This is an optimization exercise on Yosys and OpenROAD, whose aim is small area, a short achievable clock period and few clock cycles per item, not a production implementation. No functional check of the RTL was part of this run.

`flow/config.mk`:
```
export PLATFORM = sky130hd
export DESIGN_NAME = instr_reader
export DESIGN_NICKNAME = instr_reader
export VERILOG_FILES = /design/flow/design.v
export SDC_FILE = /design/flow/constraint.sdc
export NUM_CORES = 8
export LEC_CHECK = 0
export CAP_MARGIN = 5
export CORE_MARGIN = 2
export CORE_UTILIZATION = 60
export CTS_BUF_LIST = sky130_fd_sc_hd__clkbuf_8
export PLACE_DENSITY = 0.7
export SETUP_SLACK_MARGIN = 5
export SLEW_MARGIN = 5
```
`flow/constraint.sdc`:
```
create_clock -name core_clock -period 210.0 [get_ports {clk}]
set_input_delay 42.0000 -clock core_clock [delete_from_list [all_inputs] [get_ports {clk}]]
set_output_delay 42.0000 -clock core_clock [all_outputs]
set_load 0.01 [all_outputs]
```
`flow/standard.sh`:
```
#!/bin/bash
# synth_recipe.tcl (not shown) runs the flow's synth.tcl, then flattens the netlist and writes it again
# the make line also repeats each setting of config.mk as NAME=value (left out here)
make -C /OpenROAD-flow-scripts/flow DESIGN_CONFIG=/design/flow/config.mk WORK_HOME=/design/flow/orfs CLKGATE_MAP_FILE= SYNTH_SCRIPT=/design/flow/synth_recipe.tcl "${@:-finish}"
```
`flow/design.v`:
```
package instr_register_pkg;
   localparam int unsigned NUM_REGS = 32;
   typedef logic [4:0]         address_t;
   typedef logic signed [31:0] operand_t;
   typedef logic signed [63:0] result_t;
   typedef enum logic [3:0] {
      ZERO  = 4'd0,
      PASSA = 4'd1,
      PASSB = 4'd2,
      ADD   = 4'd3,
      SUB   = 4'd4,
      MULT  = 4'd5,
      DIV   = 4'd6,
      MOD   = 4'd7
   } opcode_t;
   typedef struct packed {
      opcode_t  opc;
      operand_t a;
      operand_t b;
   } instruction_t;
endpackage
module instr_reader_alu
(
   input  logic        mul,
   input  logic [31:0] v,
   input  logic [31:0] y,
   input  logic [2:0]  bd,
   input  logic        ysgn,
   input  logic        qin,
   output logic [31:0] v_next,
   output logic [1:0]  obits
);
   logic one, two, neg;
   always_comb begin
      if (mul) begin
         one = bd[1] ^ bd[0];
         two = (bd[2] & ~bd[1] & ~bd[0]) | (~bd[2] & bd[1] & bd[0]);
         neg = bd[2];
      end else begin
         one = 1'b1;
         two = 1'b0;
         neg = ~ysgn;
      end
   end
   logic [33:0] xa, ya, s;
   always_comb begin
      xa = {{2{mul & v[31]}}, v};
      ya = ({34{one}} & {{2{y[31]}}, y}) | ({34{two}} & {y[31], y, 1'b0});
      ya = ya ^ {34{neg}};
   end
   logic [33:0] g0, p0;
   logic [34:0] gg, pp;
   always_comb begin
      g0 = xa & ya;
      p0 = xa ^ ya;
      gg = {g0, neg};
      pp = {p0, 1'b0};
      for (int d = 1; d < 35; d = d * 2)
         for (int k = 2 * d - 1; k < 35; k = k + 2 * d) begin
            gg[k] = gg[k] | (pp[k] & gg[k - d]);
            pp[k] = pp[k] & pp[k - d];
         end
      for (int d = 16; d >= 1; d = d / 2)
         for (int k = 3 * d - 1; k < 35; k = k + 2 * d) begin
            gg[k] = gg[k] | (pp[k] & gg[k - d]);
            pp[k] = pp[k] & pp[k - d];
         end
      for (int i = 0; i < 34; i++) s[i] = p0[i] ^ gg[i];
   end
   logic take;
   assign take = ~s[32];
   always_comb begin
      if (mul) begin
         v_next = s[33:2];
         obits  = s[1:0];
      end else begin
         v_next = take ? {s[30:0], qin} : {v[30:0], qin};
         obits  = {1'b0, take};
      end
   end
endmodule
module instr_reader
(
   input  logic         clk,
   input  logic         reset,
   input  logic         start,
   input  instr_register_pkg::address_t     start_addr,
   input  logic [5:0]   num_instr,
   output instr_register_pkg::address_t     read_pointer,
   input  instr_register_pkg::instruction_t instruction_word,
   output logic         result_valid,
   input  logic         result_ready,
   output instr_register_pkg::result_t      result,
   output instr_register_pkg::address_t     result_addr,
   output instr_register_pkg::opcode_t      result_opc,
   output logic         div_by_zero,
   output logic         busy,
   output logic         done
);
   localparam int RM  = 8;         
   localparam int NGM = 32 / RM;
   localparam int RD  = 4;         
   localparam int NGD = 32 / RD;
   logic [5:0]  fetch_cnt;        
   logic        instr_v;          
   logic [2:0]  step;             
   instr_register_pkg::instruction_t instr_q;
   logic [63:0] res_q;
   wire [3:0]   opc = instr_q.opc;
   wire [31:0]  a   = instr_q.a;
   wire [31:0]  b   = instr_q.b;
   function automatic logic [3:0] groups_u(input logic [31:0] x);
      groups_u = '0;
      for (int j = 0; j < NGD; j++)
         if (x[j*RD +: RD] != '0) groups_u = 4'(j + 1);
   endfunction
   function automatic logic [2:0] groups_s(input logic [31:0] x);
      groups_s = 3'(NGM);
      for (int n = NGM - 1; n >= 1; n--)
         if (((x ^ {32{x[31]}}) >> (n*RM - 1)) == '0)
            groups_s = 3'(n);
   endfunction
   wire        op_mul  = (opc == instr_register_pkg::MULT);
   wire        op_div  = (opc == instr_register_pkg::DIV);
   wire        op_mod  = (opc == instr_register_pkg::MOD);
   wire        op_add  = (opc == instr_register_pkg::ADD);
   wire        op_sub  = (opc == instr_register_pkg::SUB);
   wire        op_pa   = (opc == instr_register_pkg::PASSA);
   wire        op_pb   = (opc == instr_register_pkg::PASSB);
   wire        sa      = a[31];
   wire        sb      = b[31];
   wire        b_zero  = (b == '0);
   function automatic logic [31:0] cneg(input logic [31:0] x, input logic n);
      logic [31:0] xi;
      logic [8:0]  cb;
      logic        c;
      xi    = x ^ {32{n}};
      cb[0] = n;
      for (int k = 0; k < 8; k++) cb[k+1] = cb[k] & (&xi[4*k +: 4]);
      for (int k = 0; k < 8; k++) begin
         c = cb[k];
         for (int i = 4*k; i < 4*k + 4; i++) begin
            cneg[i] = xi[i] ^ c;
            c       = xi[i] & c;
         end
      end
   endfunction
   wire [31:0] abs_a   = cneg(a, sa);
   wire [31:0] bm      = b ^ {32{sb}};         
   wire [3:0]  na      = groups_u(abs_a);
   wire [3:0]  nb      = groups_u(bm);
   wire        quick   = (na < nb);             
   wire [3:0]  kd_raw  = na - nb;               
   wire [2:0]  kd_m1   = (kd_raw > 4'(NGD - 1)) ? 3'(NGD - 1) : 3'(kd_raw);
   wire        long_div = (op_div || op_mod) && !b_zero && !quick;
   wire [2:0]  ga      = groups_s(a);
   wire [2:0]  gb      = groups_s(b);
   wire        swap    = (ga < gb);
   wire [1:0]  gm_m1   = op_mul ? 2'((swap ? ga : gb) - 3'd1) : 2'd0;
   wire [2:0]  last_step = long_div ? kd_m1 : {1'b0, gm_m1};
   wire        first   = (step == '0);
   wire        last    = (step == last_step);
   logic [31:0] h0, mb, hi0, lo0;
   always_comb begin
      h0 = (op_add || op_sub || op_pa || (op_mod && !b_zero)) ? a : '0;
      if (op_mul)                mb = swap ? a : b;
      else if (op_add || op_pb)  mb = 32'd1;
      else if (op_sub)           mb = '1;
      else                       mb = '0;
      if (long_div) begin
         hi0 = abs_a >> (int'(kd_m1) * RD + RD - 1);
         lo0 = abs_a << (32 - (int'(kd_m1) * RD + RD));
      end else begin
         hi0 = h0;
         lo0 = mb;
      end
   end
   logic [31:0] hi_in, lo_in;
   assign hi_in = first ? hi0 : res_q[63:32];
   assign lo_in = first ? lo0 : res_q[31:0];
   wire        use_a   = op_mul && !swap;
   wire [31:0] mop     = use_a ? a : b;
   logic        bprev;                       
   logic [RM:0] bwin;
   assign bwin  = {lo_in[RM-1:0], first ? 1'b0 : bprev};
   logic [31:0] vr [0:RD];
   logic [1:0]  ob [0:RD-1];
   assign vr[0] = hi_in;
   for (genvar i = 0; i < RD; i++) begin : g_row
      instr_reader_alu u_row (
         .mul    (!long_div),
         .v      (vr[i]),
         .y      (mop),
         .bd     (bwin[2*i +: 3]),
         .ysgn   (sb),
         .qin    (lo_in[30 - i]),
         .v_next (vr[i+1]),
         .obits  (ob[i])
      );
   end
   logic [RM-1:0] pbit;
   logic [RD-1:0] qbit;
   for (genvar i = 0; i < RD; i++) begin : g_bits
      assign pbit[2*i +: 2] = ob[i];
      assign qbit[RD-1-i]   = ob[i][0];
   end
   logic [63:0] wb, mul_t, next_res;
   logic [1:0]  msh;
   logic [31:0] lo_m, lo_d, dv;
   logic        dneg;
   always_comb begin
      lo_m    = {pbit, lo_in[31:RM]};         
      lo_d    = {lo_in[31-RD:0], qbit};       
      dv      = (op_div || !last) ? lo_d : {1'b0, vr[RD][31:1]};
      dneg    = last && (op_div ? (sa ^ sb) : sa);
      if (long_div) begin
         wb[31:0]  = cneg(dv, dneg);
         wb[63:32] = last ? {32{dneg && wb[31]}} : vr[RD];
      end else begin
         wb        = {vr[RD], lo_m};
      end
      msh      = (last && !long_div) ? ~gm_m1 : 2'd0;
      mul_t    = msh[1] ? {{16{wb[63]}}, wb[63:16]} : wb;
      next_res = msh[0] ? {{8{mul_t[63]}}, mul_t[63:8]} : mul_t;
   end
   logic replay;
   wire  out_free = !result_valid || result_ready;
   wire  go       = instr_v && !replay && out_free;
   logic result_idle;                         
   wire  res_free = result_idle || result_ready;
   wire  retire   = go && last;
   wire  fetch    = busy && (fetch_cnt != '0) && !replay && (!instr_v || last);
   always_ff @(posedge clk or posedge reset) begin
      if (reset) begin
         busy         <= 1'b0;
         done         <= 1'b0;
         result_valid <= 1'b0;
         result_idle  <= 1'b1;
         instr_v      <= 1'b0;
         replay       <= 1'b0;
         step         <= '0;
      end else begin
         if (!busy) begin
            if (start) begin
               busy <= 1'b1;
               done <= (num_instr == '0);
            end
         end else if (done) begin
            busy <= 1'b0;
            done <= 1'b0;
         end else if (result_valid && result_ready && !instr_v && fetch_cnt == '0) begin
            done <= 1'b1;
         end
         if (go) begin
            result_valid <= last;
            result_idle  <= !last;
         end else if (result_ready) begin
            result_valid <= 1'b0;
            result_idle  <= 1'b1;
         end
         if (go) step <= last ? '0 : step + 3'd1;
         replay <= fetch && instr_v && !go;
         if (fetch) instr_v <= 1'b1;
         else if (replay || retire) instr_v <= 1'b0;
      end
   end
   always_ff @(posedge clk) begin
      if (!busy && start) begin
         read_pointer <= start_addr;
         fetch_cnt    <= num_instr;
      end else if (fetch) begin
         read_pointer <= read_pointer + 5'd1;
         fetch_cnt    <= fetch_cnt - 6'd1;
      end else if (replay) begin
         read_pointer <= read_pointer - 5'd2;
         fetch_cnt    <= fetch_cnt + 6'd2;
      end
      if (fetch) instr_q <= instruction_word;
      if (res_free) begin
         res_q       <= next_res;
         result_addr <= read_pointer - 5'd1;
         result_opc  <= instr_register_pkg::opcode_t'(opc);
         div_by_zero <= (op_div || op_mod) && b_zero;
      end
      bprev <= lo_in[RM-1];
   end
   assign result = res_q;
endmodule
```
`flow/flow/run.sh`:
```
#!/bin/bash
# Layout flow: the standard flow (standard.sh) with two changes.
#  1. Synthesis maps the combinational logic with flow/area.abc (two rounds
#     of dc2 AIG restructuring, then choice computation and &nf mapping,
#     instead of the delay-oriented restructuring of ORFS's speed script).
#     Everything else in synthesis is the standard flow's synth_recipe.tcl and ORFS's
#     synth.tcl unchanged, so the registers are those of the standard
#     synthesis.
#  2. Port buffers are sky130_fd_sc_hd__buf_1 cells.
# Each tool's output goes to a log of its own in this folder.
set -euo pipefail
W=$(pwd)
F=$W/flow

# ORFS's synth.tcl with the ABC script replaced
sed "s|^  log_cmd abc {\*}\$abc_args|  set abc_args [lreplace \$abc_args 1 1 $F/area.abc]\n  log_cmd abc {*}\$abc_args|" \
   "$FLOW_HOME/scripts/synth.tcl" > "$W/synth_area.tcl"
grep -q "area.abc" "$W/synth_area.tcl"
sed "s|source \$::env(SCRIPTS_DIR)/synth.tcl|source $W/synth_area.tcl|" \
   "$W/synth_recipe.tcl" > "$W/synth_recipe_area.tcl"
grep -q "synth_area.tcl" "$W/synth_recipe_area.tcl"
sed "s|SYNTH_SCRIPT=[^ ]*|SYNTH_SCRIPT=$W/synth_recipe_area.tcl|" \
   "$W/standard.sh" > "$W/standard_area.sh"
grep -q "synth_recipe_area.tcl" "$W/standard_area.sh"

export BUFFER_PORTS_ARGS="-buffer_cell sky130_fd_sc_hd__buf_1"

bash "$W/standard_area.sh" synth > "$W/synth.log" 2>&1
bash "$W/standard.sh" > "$W/layout.log" 2>&1
test -s "$W/out/final.def"
```
`flow/flow/area.abc`:
```
strash
dc2
dc2
&get -n
&dch -f
&nf
&put
topo
stime -c
buffer -c
upsize -c
dnsize -c
```
==> impl_metrics.tcl <==
set metrics [dict create \
    multi_input_area_um2 16400 \
    syn_inst 2748 \
    ff2ff_path_depth 184 \
    path_delay_family "flip-flops" \
    clock.fmax_ghz 0.0231 \
    postLayoutCellArea_um2 23900 \
    ios 165 \
    regToRegSetupSlack_ps 167340 \
    skew_ps 29.5 \
    hpwl_um 73500 \
    hold_viol 0 \
    synth_cell_types 87 \
    synth_edf_count 153 \
    h-tree-depth 4 \
    initial_core_util 0.612 \
    holdPathEnd "busy" \
    maxSlewHeadroom 0.0696 \
    dr.pass1.iters 8 \
    outcome "no timing/DRC/antenna violations" \
    arrival_ps 1270 \
    drive_gt1_frac 0.0539 \
    cts_buffers 17 \
    ctsHoldBuffers 0 \
    setup_violations 0 \
    grt_max_degree 97 \
    async_flop_share 0.0552 \
    worstSetupStartpointType "register" \
    drv_cap 0 \
    cts-root-buf "clkbuf_8" \
    ys_seq_elements 163 \
    nNetsFinal 3152 \
    grt_pass1_vias 22200 \
    r2r_end "res_q[37]" \
    fillers 3176 \
    routedWlPerCell_um 28.8 \
    syn_avg_cell_area_um2 8.17 \
    hold_start "done" \
    rsz0062_at_grt "no" \
    die_w_um 197 \
    post_cts_buffers 0 \
    ant_nets 0 \
    rows 70 \
    cts_resized 0 \
    worstMarginPinSlew_ps 1360 \
    numPortBuffers 164 \
    vias 23500 \
    netlist_area_um2 22500 \
    coreArea_um2 36700 \
    synth_top_flop_cell "edfxtp_1" \
    cts_tree "done" \
    die_h_um 197 \
    grt_pass1_wl_um 140000 \
    grt-ovfl-total 0 \
    post_dp_cell_area_um2 23500 \
    antenna_found_initial 5 \
    track_usage 0.484 \
    worstHoldPathCells 1 \
    endpoint_kind "output port" \
    die-area_um2 39000 \
    synth-seq-area-share 0.216 \
    period_minus_slack_ps 43270 \
    min_path_type "register to register" \
    cpPeakStageDelay_ps 530 \
    finalWirelength_um 94900 \
    min_period_over_period 0.206 \
    crit_chain "buf_1" \
    critPathRequiredTime_ps 168000 \
    routabilityCongestion 1.11 \
    clk_pin_slew_worst_paths_ps 90 \
    finalMaxSlewViolations 0 \
    crit_fanout 8 \
    drc_errors 0 \
    crit_buf_inv 1 \
    cts_sinks 163 \
    first_iter_violations 3723 \
    cts_max_path_buffers 2 \
    synth_nets 3092 \
    path_depth 1 \
    timing.rr.start "instr_q[63]" \
    vias_per_cell 7.13 \
    regArea_um2 4840 \
    cpMaxStageDelayCell "edfxtp_1" \
    critPathKind "register to output port" \
    worstSkewPairLatency_ps 540 \
    area_delta_synth_final_pct 6.21 \
    yosysWarnings 5 \
    fin_tns_setup_ps 0 \
]
-- how the worst max path moves through the flow --
stage,end,start,slack [ps]
6_report,read_pointer[2],read_pointer[2],166730
4_1_cts,read_pointer[2],read_pointer[2],166730
2_1_floorplan,div_by_zero,result_ready,166650
3_3_place_gp,fetch_cnt[1],start,166630
5_1_grt,res_q[25],instr_q[63],164720
3_5_place_dp,fetch_cnt[1],start,166510
-- per-stage QoR --
step	utilization	hold slack, ps	std cells	setup slack (ps)
2_1_floorplan	-	424	2748	166650
3_3_place_gp	0.639	496	3257	166630
3_5_place_dp	0.639	515	3257	166510
4_1_cts	0.650	525	3289	166730
5_1_grt	0.650	570	3289	164720
6_report	0.650	534	3290	166730
-- cell families after synthesis --
group,after synthesis,synth area share
muxes,151,0.0678
adders and majority gates,261,0.167
xor gates and xnor gates,288,0.112
AOI/OAI and AO/OA,883,0.248
DFF,163,0.216
buffers and inverters,352,0.0602
and+or+nand+nor,650,0.128
-- per-layer routing --
metal	GRT usage	routed length [µm]	vias to the layer above
met5	0.0128	110	-
met4	0.279	6520	10
met3	0.170	14400	393
met2	0.690	38600	1981
met1	0.631	35200	11000
li1	-	-	10000
-- cells in the mapped netlist, types with 16 or more instances --
master    instances  share of area
o21ai_0         155          0.035
o21bai_1         21         0.0070
a31oi_1          34         0.0095
a21oi_1         276          0.062
nor2_1          214          0.036
o22a_1           61          0.024
xnor2_1         154          0.060
buf_1            36         0.0060
nand2b_1         16         0.0045
and2_1           17         0.0047
ha_1            196           0.11
a22oi_1          21         0.0070
xor2_1          134          0.052
inv_1           174          0.029
clkbuf_1        127          0.021
nand3_1          40         0.0089
o21ai_1          18         0.0040
a21o_1           32          0.011
nand2_1         261          0.044
mux2i_1         144          0.064
edfxtp_1        153           0.20
fa_1             65          0.058
o22ai_1         132          0.037
-- state kept, by name, indices dropped and copies added (netlist names), 3 cells and up --
register	cells
instr_q	68
res_q	64
fetch_cnt	6
read_pointer	5
result_addr	5
result_opc	4
step	3
-- cell usage in the layout (no fill, tap or decap), types with 11 or more instances in the layout --
| cell type | instances |
|---|---|
| a21oi_1 | 273 |
| nand2_1 | 259 |
| nor2_1 | 212 |
| ha_1 | 196 |
| inv_1 | 175 |
| buf_1 | 164 |
| o21ai_0 | 154 |
| xnor2_1 | 154 |
| edfxtp_1 | 153 |
| mux2i_1 | 139 |
| xor2_1 | 134 |
| o22ai_1 | 132 |
| fa_1 | 65 |
| o22a_1 | 61 |
| buf_4 | 51 |
| nand3_1 | 40 |
| a31oi_1 | 34 |
| a21o_1 | 32 |
| o21bai_1 | 21 |
| a22oi_1 | 21 |
| o21ai_1 | 18 |
| clkbuf_8 | 17 |
| and2_1 | 16 |
| nor3_1 | 15 |
| nand2b_1 | 14 |
| nor4_1 | 13 |
| or3_1 | 12 |
| a221oi_1 | 11 |
-- layout make-up --
cell class	count	share of cell area
Multi-Input combinational cell	2233	0.686
Sequential cell	163	0.203
Timing Repair Buffer	215	0.0419
Inverter	178	0.0280
Tap cell	468	0.0245
Clock buffer	17	0.00981
Clock inverter	15	0.00661
Antenna cell	1	0.000105

[afterwards: timing with drivers on the ports]
How much do the figures lean on ideal ports? The routed layout below was timed once more, with nothing changed but the port constraints.
Step 1, drivers: a clkbuf_16 drives clk and a buf_2 each remaining input, both assumed.
Step 2 also shifts input and output timing later by t, the mid clock arrival at the registers, as if the neighbouring blocks saw the same clock.
Three values: ideal, step 1, step 2; two values: the first two.
shift t [ns]: 0.571
setup slack, ns: 166.734 / 166.684 / 166.489
worst register clock-pin slew, ns: 0.11 / 0.11
After both steps setup and hold are still met in this run. For this run, drivers alone change the setup slack by -0.050 ns; drivers and shift together by -0.245 ns.
